Source: an optimization exercise on an open RTL-to-GDS flow (aim: small area). Production flows keep margins and buffers that such runs may drop.
RTL that was checked went through simulation tests only; none was proved equivalent to the original.
No activity file was given, so power comes from the tool's default toggle rates.

cedar:
==> flow/design.v (excerpt) <==
module ptp_perout_gen #(
    parameter int FNS_W        = 16,
    parameter bit OUT_POLARITY = 1'b1
) (
    input  logic        clk,
    input  logic        rst_n,
    input  logic [95:0] ts_96,
    input  logic        enable,
    input  logic        cfg_valid,
    input  logic [79:0] cfg_start,
    input  logic [79:0] cfg_period,
    input  logic [79:0] cfg_width,
    output logic        perout,
    output logic        locked,
    output logic        cfg_error
);
    localparam int TW = 78;   
    logic [TW-1:0] ts_now;
    logic [TW-1:0] start_q;
    logic [TW-1:0] period_q;
    logic [TW-1:0] wmp_q;       
    logic [TW-1:0] next_rise;
    logic [TW-1:0] addend;
    logic [TW-1:0] sum;
    logic [TW-1:0] ts_in;
    logic [TW-1:0] c_start, c_period, c_width;
    logic [TW-1:0] c_wmp;
    logic          c_w_lt_p;
    logic          armed;       
    logic          cfg_held;
    logic          pulse;
    logic          cfg_legal;
    logic          back_q;
    logic          was_rst;
    logic          ge_rise, ge_sum;
    logic          idle;
    logic          unused;
    function automatic logic [TW-1:0] t80(input logic [79:0] t);
        t80 = {t[79:32], t[29:0]};
    endfunction
    function automatic logic t_ge(input logic [TW-1:0] a, input logic [TW-1:0] b);
        logic g, g0, g1;
        g = 1'b1;
        g0 = 1'b0; g1 = 1'b1;
        for (int i = 0; i < TW; i++) begin
            g0 = (a[i] & ~b[i]) | ((a[i] | ~b[i]) & g0);
            g1 = (a[i] & ~b[i]) | ((a[i] | ~b[i]) & g1);
            if (i % 6 == 6 - 1 || i == TW - 1) begin
                g = g0 | (g1 & g);
                g0 = 1'b0; g1 = 1'b1;
            end
        end
        t_ge = g;
    endfunction
  ...
Size in the first run: ~400 flip-flops.
==> module ptp_perout_gen, before the edit <==
module ptp_perout_gen #(
    parameter int FNS_W        = 16,
    parameter bit OUT_POLARITY = 1'b1
) (
    input  logic        clk,
    input  logic        rst_n,
    input  logic [95:0] ts_96,
    input  logic        enable,
    input  logic        cfg_valid,
    input  logic [79:0] cfg_start,
    input  logic [79:0] cfg_period,
    input  logic [79:0] cfg_width,
    output logic        perout,
    output logic        locked,
    output logic        cfg_error
);
    localparam int TW = 78;   
    logic [TW-1:0] ts_now;
    logic [TW-1:0] start_q;
    logic [TW-1:0] period_q;
    logic [TW-1:0] wmp_q;       
    logic [TW-1:0] next_rise;
    logic [TW-1:0] addend;
    logic [TW-1:0] sum;
    logic [TW-1:0] ts_in;
    logic [TW-1:0] c_start, c_period, c_width;
    logic [TW-1:0] c_wmp;
    logic          c_w_lt_p;
    logic          armed;       
    logic          cfg_held;
    logic          pulse;
    logic          cfg_legal;
    logic          back_q;
    logic          was_rst;
    logic          ge_rise, ge_sum;
    logic          idle;
    logic          unused;
    function automatic logic [TW-1:0] t80(input logic [79:0] t);
        t80 = {t[79:32], t[29:0]};
    endfunction
    function automatic logic t_ge(input logic [TW-1:0] a, input logic [TW-1:0] b);
        logic g, g0, g1;
        g = 1'b1;
        g0 = 1'b0; g1 = 1'b1;
        for (int i = 0; i < TW; i++) begin
            g0 = (a[i] & ~b[i]) | ((a[i] | ~b[i]) & g0);
            g1 = (a[i] & ~b[i]) | ((a[i] | ~b[i]) & g1);
            if (i % 6 == 6 - 1 || i == TW - 1) begin
                g = g0 | (g1 & g);
                g0 = 1'b0; g1 = 1'b1;
            end
        end
        t_ge = g;
    endfunction
    function automatic logic [TW-1:0] t_add(input logic [TW-1:0] a, input logic [TW-1:0] b);
        logic [30:0] ns_sum;
        logic [31:0] ns_adj;
        logic        c;
        ns_sum = {1'b0, a[29:0]} + {1'b0, b[29:0]};
        ns_adj = {1'b0, ns_sum} + 32'd1147483648;   
        c      = ns_adj[31];
        t_add  = {a[TW-1:30] + b[TW-1:30] + {47'd0, c}, c ? ns_adj[29:0] : ns_sum[29:0]};
    endfunction
    function automatic logic [TW:0] t_sub(input logic [TW-1:0] a, input logic [TW-1:0] b);
        logic [30:0] ns_d;
        logic [48:0] sec_d;
        logic [29:0] ns_r;
        ns_d  = {1'b0, a[29:0]} - {1'b0, b[29:0]};
        ns_r  = ns_d[30] ? ns_d[29:0] + 30'd1000000000 : ns_d[29:0];
        sec_d = {1'b0, a[TW-1:30]} - {1'b0, b[TW-1:30]} - {48'd0, ns_d[30]};
        t_sub = {sec_d[48], sec_d[47:0], ns_r};
    endfunction
    assign ts_in     = t80(ts_96[95:16]);
    assign c_start   = t80(cfg_start);
    assign c_period  = t80(cfg_period);
    assign c_width   = t80(cfg_width);
    assign unused    = ^{ts_96[47:46], ts_96[15:0], cfg_start[31:30], cfg_period[31:30], cfg_width[31:30]};
    assign {c_w_lt_p, c_wmp} = t_sub(c_width, c_period);
    assign cfg_legal = (c_width != '0) && c_w_lt_p;
    assign addend    = pulse ? wmp_q : period_q;
    assign sum       = t_add(next_rise, addend);
    assign ge_sum    = t_ge(ts_now, sum);
    assign ge_rise   = t_ge(ts_now, next_rise);
    assign idle      = !armed && !pulse;
    assign perout    = OUT_POLARITY ? pulse : ~pulse;
    always_ff @(posedge clk) begin
        ts_now  <= ts_in;
        was_rst <= !rst_n;
        back_q  <= !was_rst && !t_ge(ts_in, ts_now);
        if (cfg_valid) begin
            start_q  <= c_start;
            period_q <= c_period;
            wmp_q    <= c_wmp;
        end
        if (cfg_valid)
            next_rise <= c_start;
        else if (!enable || idle || back_q)
            next_rise <= start_q;
        else if (armed && (ge_sum || ge_rise))
            next_rise <= sum;
    end
    always_ff @(posedge clk) begin
        if (!rst_n) begin
            armed     <= 1'b0;
            cfg_held  <= 1'b0;
            pulse     <= 1'b0;
            locked    <= 1'b0;
            cfg_error <= 1'b0;
        end else begin
            if (cfg_valid) begin
                pulse     <= 1'b0;
                locked    <= 1'b0;
                cfg_error <= !cfg_legal;
                cfg_held  <= cfg_legal;
                armed     <= cfg_legal && enable;
            end else if (!enable) begin
                armed  <= 1'b0;
                pulse  <= 1'b0;
                locked <= 1'b0;
            end else if (!idle && back_q) begin
                pulse  <= 1'b0;
                locked <= 1'b0;
                armed  <= 1'b1;
            end else if (idle) begin
                locked <= 1'b0;
                armed  <= cfg_held;
            end else if (armed) begin
                if (ge_sum) begin
                    locked <= 1'b0;
                end else if (ge_rise) begin
                    pulse  <= 1'b1;
                    locked <= 1'b1;
                    armed  <= 1'b0;
                end
            end else if (ge_sum) begin
                pulse <= 1'b0;
                armed <= 1'b1;
            end
        end
    end
endmodule
export LEC_CHECK = 0
export ABC_AREA = 1
export CAP_MARGIN = 20
export CORE_MARGIN = 2
export CORE_UTILIZATION = 40
export SLEW_MARGIN = 20
create_clock -name core_clock -period 8.5 [get_ports {clk}]
run.sh (not shown) runs the stock make flow with config.mk's settings and CLKGATE_MAP_FILE= SYNTH_SCRIPT=/design/flow/synth_recipe.tcl, a recipe that flattens the netlist after the stock synthesis.
Final checks on cedar, whose flow otherwise completed, came back failing, citing setup timing.
Changes in tundra relative to cedar:
diff --git a/flow/design.v b/flow/design.v
--- a/flow/design.v
+++ b/flow/design.v
@@ -44,9 +44,9 @@
         g0 = 1'b0; g1 = 1'b1;
         for (int i = 0; i < TW; i++) begin
             g0 = (a[i] & ~b[i]) | ((a[i] | ~b[i]) & g0);
             g1 = (a[i] & ~b[i]) | ((a[i] | ~b[i]) & g1);
-            if (i % 6 == 6 - 1 || i == TW - 1) begin
+            if (i % 10 == 10 - 1 || i == TW - 1) begin
                 g = g0 | (g1 & g);
                 g0 = 1'b0; g1 = 1'b1;
             end
         end
### Flow results
- tundra ends up with a final-layout clock buffer total that is 3 higher than in cedar.
- Multi-input combinational area share delta for tundra relative to cedar: 0.32 points higher
- Per the comparison of tundra with cedar, time the worst path needs with I/O delays and setup went down by 0.70 ns, netlist area before placement was more or less identical, achievable frequency went up by about 9%, critical path buffer and inverter count went down by 5, proportion of final cell area spent on non-clock buffers went down by 1.2 points.
- tundra | stages: all done | timing, DRC, antenna: all pass
- On number of logic stages on the critical path including buffering: between cedar and tundra, it ends up higher for cedar.
- The unique cell type count in the Yosys netlist in tundra is 1.05 times that in cedar.
- Looking at register-to-register slack, tundra sits 0.05 ns lower than cedar does.
- Number of multi-input combinational cells, cedar and tundra: lower on tundra
- On area of the multi-input gates: tundra sits below cedar.
- On final routed wirelength across all metal layers, cedar loses to tundra.
- Internal portion of total power (tundra over cedar): decrease, about 0.5%
Function was not checked in any run of this note: the RTL went through the layout flow alone.

---

## old
Another version of the RTL of ptp_perout_gen (not shown whole).
Size in the first run: roughly 3,300 cells after synthesis, ~400 flip-flops, about 340 I/O pins.
==> module ptp_perout_gen, before the edit <==
module ptp_perout_gen #(
    parameter int FNS_W        = 16,
    parameter bit OUT_POLARITY = 1'b1
) (
    input  logic        clk,
    input  logic        rst_n,
    input  logic [95:0] ts_96,
    input  logic        enable,
    input  logic        cfg_valid,
    input  logic [79:0] cfg_start,
    input  logic [79:0] cfg_period,
    input  logic [79:0] cfg_width,
    output logic        perout,
    output logic        locked,
    output logic        cfg_error
);
    localparam int TW = 78;   
    logic [TW-1:0] ts_now;
    logic [TW-1:0] start_q;
    logic [TW-1:0] start_d;     
    logic [TW-1:0] period_q;    
    logic [TW-1:0] wmp_q;       
    logic [TW-1:0] next_rise;
    logic [TW-1:0] addend;
    logic [TW-1:0] sum;
    logic [TW-1:0] ts_in;
    logic [TW-1:0] c_start, c_period, c_width;
    logic [TW-1:0] c_wmp;
    logic          c_w_lt_p;
    logic          armed;       
    logic          cfg_held;
    logic          pulse;
    logic          cfg_legal;
    logic          back_q;
    logic          was_rst;
    logic          ge_rise, ge_sum;
    logic          idle;
    logic          unused;
    function automatic logic [TW-1:0] t80(input logic [79:0] t);
        t80 = {t[79:32], t[29:0]};
    endfunction
    function automatic logic t_ge(input logic [TW-1:0] a, input logic [TW-1:0] b);
        logic g, g0, g1;
        g = 1'b1;
        g0 = 1'b0; g1 = 1'b1;
        for (int i = 0; i < TW; i++) begin
            g0 = (a[i] & ~b[i]) | ((a[i] | ~b[i]) & g0);
            g1 = (a[i] & ~b[i]) | ((a[i] | ~b[i]) & g1);
            if (i % 6 == 6 - 1 || i == TW - 1) begin
                g = g0 | (g1 & g);
                g0 = 1'b0; g1 = 1'b1;
            end
        end
        t_ge = g;
    endfunction
    function automatic logic t_ge_r(input logic [TW-1:0] a, input logic [TW-1:0] b);
        logic g;
        g = 1'b1;
        for (int i = 0; i < TW; i++) g = (a[i] & ~b[i]) | ((a[i] | ~b[i]) & g);
        t_ge_r = g;
    endfunction
    localparam logic [29:0] NS_BIAS = 30'd73741824;   
    function automatic logic [TW-1:0] t_add(input logic [TW-1:0] a, input logic [TW-1:0] b);
        logic [TW-1:0] s;
        logic          c;
        s     = a + b;
        c     = s[30] ^ a[30] ^ b[30];
        t_add = {s[TW-1:30], c ? s[29:0] : s[29:0] - NS_BIAS};
    endfunction
    function automatic logic [TW+1:0] cia(input logic [TW-1:0] a, input logic [TW-1:0] b, input logic cin);
        logic [TW-1:0] s0, s;
        logic          g, carry, cblk, pf, c30;
        carry = cin; cblk = cin; g = cin; pf = 1'b1; c30 = 1'b0;
        for (int i = 0; i < TW; i++) begin
            if (i % 6 == 0 && i != 0) begin
                cblk = carry; g = 1'b0; pf = 1'b1;
                if (i == 30) c30 = carry;
            end
            s0[i] = a[i] ^ b[i] ^ g;
            g     = (a[i] & b[i]) | (a[i] & g) | (b[i] & g);
            s[i]  = (i < 6 || !cblk) ? s0[i] : s0[i] ^ pf;
            pf    = pf & s0[i];
            if (i % 6 == 5) carry = (i < 6) ? g : (g | (cblk & pf));
        end
        cia = {carry, c30, s};
    endfunction
    function automatic logic [TW:0] t_sub_b(input logic [TW-1:0] a, input logic [TW-1:0] b);
        logic [TW+1:0] d;
        d       = cia(a, ~b, 1'b1);
        t_sub_b = {!d[TW+1], d[TW-1:30], d[TW] ? d[29:0] + NS_BIAS : d[29:0]};
    endfunction
    assign start_d   = (c_start & {TW{cfg_valid}}) | (start_q & {TW{!cfg_valid}});
    assign ts_in     = t80(ts_96[95:16]);
    assign c_start   = t80(cfg_start);
    assign c_period  = t80(cfg_period);
    assign c_width   = t80(cfg_width);
    assign unused    = ^{ts_96[47:46], ts_96[15:0], cfg_start[31:30], cfg_period[31:30], cfg_width[31:30]};
    assign {c_w_lt_p, c_wmp} = t_sub_b(c_width, c_period);
    assign cfg_legal = (c_width != '0) && c_w_lt_p;
    assign addend    = pulse ? wmp_q : period_q;
    assign sum       = t_add(next_rise, addend);
    assign ge_sum    = t_ge(ts_now, sum);
    assign ge_rise   = t_ge_r(ts_now, next_rise);
    assign idle      = !armed && !pulse;
    assign perout    = OUT_POLARITY ? pulse : ~pulse;
    always_ff @(posedge clk) begin
        ts_now  <= ts_in;
        was_rst <= !rst_n;
        back_q  <= !was_rst && !t_ge_r(ts_in, ts_now);
        start_q <= start_d;
        if (cfg_valid) begin
            period_q <= {c_period[TW-1:30], c_period[29:0] + NS_BIAS};
            wmp_q    <= c_wmp;
        end
        if (cfg_valid || !enable || idle || back_q)
            next_rise <= start_d;
        else if (armed && (ge_sum || ge_rise))
            next_rise <= sum;
    end
    always_ff @(posedge clk) begin
        if (!rst_n) begin
            armed     <= 1'b0;
            cfg_held  <= 1'b0;
            pulse     <= 1'b0;
            locked    <= 1'b0;
            cfg_error <= 1'b0;
        end else begin
            if (cfg_valid) begin
                pulse     <= 1'b0;
                locked    <= 1'b0;
                cfg_error <= !cfg_legal;
                cfg_held  <= cfg_legal;
                armed     <= cfg_legal && enable;
            end else if (!enable) begin
                armed  <= 1'b0;
                pulse  <= 1'b0;
                locked <= 1'b0;
            end else if (!idle && back_q) begin
                pulse  <= 1'b0;
                locked <= 1'b0;
                armed  <= 1'b1;
            end else if (idle) begin
                locked <= 1'b0;
                armed  <= cfg_held;
            end else if (armed) begin
                if (ge_sum) begin
                    locked <= 1'b0;
                end else if (ge_rise) begin
                    pulse  <= 1'b1;
                    locked <= 1'b1;
                    armed  <= 1'b0;
                end
            end else if (ge_sum) begin
                pulse <= 1'b0;
                armed <= 1'b1;
            end
        end
    end
endmodule
clock: 8.5 ns
lec_check: 0
abc_area: 1
cap_margin: 20
core_margin: 2
core_utilization: 40
slew_margin: 20
standard.sh (not shown) runs the stock make flow with config.mk's settings and CLKGATE_MAP_FILE= SYNTH_SCRIPT=/design/flow/synth_recipe.tcl, a recipe that flattens the netlist after the stock synthesis.
==> flow/flow/run.sh <==
#!/bin/bash
# The standard layout (standard.sh, unchanged synthesis), except that the buffers put on
# the input and output ports are the smallest buffer cell, sky130_fd_sc_hd__buf_1, and clock
# tree synthesis builds the tree from sky130_fd_sc_hd__clkbuf_8 in larger sink clusters,
# without dummy loads.
set -euo pipefail
export BUFFER_PORTS_ARGS="-buffer_cell sky130_fd_sc_hd__buf_1"
export CTS_ARGS="-sink_clustering_enable -repair_clock_nets -dont_use_dummy_load -buf_list sky130_fd_sc_hd__clkbuf_8 -sink_clustering_size 16 -sink_clustering_max_diameter 80"
bash standard.sh > standard.log 2>&1
old: flow completed, timing, DRC and antenna clean
Edits applied to the flow inputs when going from old to new:
--- a/flow/design.v
+++ b/flow/design.v
@@ -45,9 +45,9 @@
         g0 = 1'b0; g1 = 1'b1;
         for (int i = 0; i < TW; i++) begin
             g0 = (a[i] & ~b[i]) | ((a[i] | ~b[i]) & g0);
             g1 = (a[i] & ~b[i]) | ((a[i] | ~b[i]) & g1);
-            if (i % 6 == 6 - 1 || i == TW - 1) begin
+            if (i % 10 == 10 - 1 || i == TW - 1) begin
                 g = g0 | (g1 & g);
                 g0 = 1'b0; g1 = 1'b1;
             end
         end
@@ -71,17 +71,17 @@
         logic [TW-1:0] s0, s;
         logic          g, carry, cblk, pf, c30;
         carry = cin; cblk = cin; g = cin; pf = 1'b1; c30 = 1'b0;
         for (int i = 0; i < TW; i++) begin
-            if (i % 6 == 0 && i != 0) begin
+            if (i % 10 == 0 && i != 0) begin
                 cblk = carry; g = 1'b0; pf = 1'b1;
                 if (i == 30) c30 = carry;
             end
             s0[i] = a[i] ^ b[i] ^ g;
             g     = (a[i] & b[i]) | (a[i] & g) | (b[i] & g);
-            s[i]  = (i < 6 || !cblk) ? s0[i] : s0[i] ^ pf;
+            s[i]  = (i < 10 || !cblk) ? s0[i] : s0[i] ^ pf;
             pf    = pf & s0[i];
-            if (i % 6 == 5) carry = (i < 6) ? g : (g | (cblk & pf));
+            if (i % 10 == 9) carry = (i < 10) ? g : (g | (cblk & pf));
         end
         cia = {carry, c30, s};
     endfunction
     function automatic logic [TW:0] t_sub_b(input logic [TW-1:0] a, input logic [TW-1:0] b);
## What came out
Changes observed in new relative to old: area added between synthesis and finish rose 0.20 points, share of the yosys chip area belonging to registers rose 0.51 points, number of design-rule violations left by the first detailed-router iteration fell 101, fraction of cell area in non-clock buffers about even. new against old: fraction of power consumed by combinational cells has decreased; pin count of the biggest net entering global routing now sits higher; cell count lower; net switching share of the total power lower; arrival time at the worst endpoint went up. Maximum clock frequency (new vs. old) increases slightly. From old to new the numbers moved as follows: xor and xnor area share after synthesis flat, time the worst path needs with I/O delays and setup down 0.033 ns, depth of the critical timing path with buffers and inverters included up about 5%, final-layout worst hold slack up 0.0057 ns.
Function not checked in new: the RTL went through the layout flow alone.

-- static timing again, ports no longer ideal --
The results above use ideal ports. As a check the final layouts listed here were re-extracted and re-timed, cells and wires unchanged. Step 1 (the two cells are an assumption about what drives the block):
set clk [get_ports {clk}]
set_driving_cell -lib_cell sky130_fd_sc_hd__clkbuf_16 $clk
set_driving_cell -lib_cell sky130_fd_sc_hd__buf_2 [delete_from_list [all_inputs] $clk]
Step 2 moves the port delays by t, midway between the first and last clock arrival at a register: inputs arrive t later, outputs are due t later. That takes back most of the time a late clock gives input paths. Three values: ideal, step 1, step 2; two values: the first two.
run	t, ns	setup slack, ns	worst setup path after step 2	cell pins on the clock port's net
cedar	0.642	-0.310 / -0.305 / -0.947	input to register	1
tundra	0.654	0.386 / 0.402 / -0.252	input to register	1
old	0.645	0.655 / 0.655 / 0.227	input to register	1
new	0.706	0.688 / 0.688 / 0.561	input to register	1
Met with ideal ports but missed after step 2: setup timing in tundra. The setup slack of tundra, which loses most, moves by +0.016 ns with the drivers and by -0.638 ns with both steps.
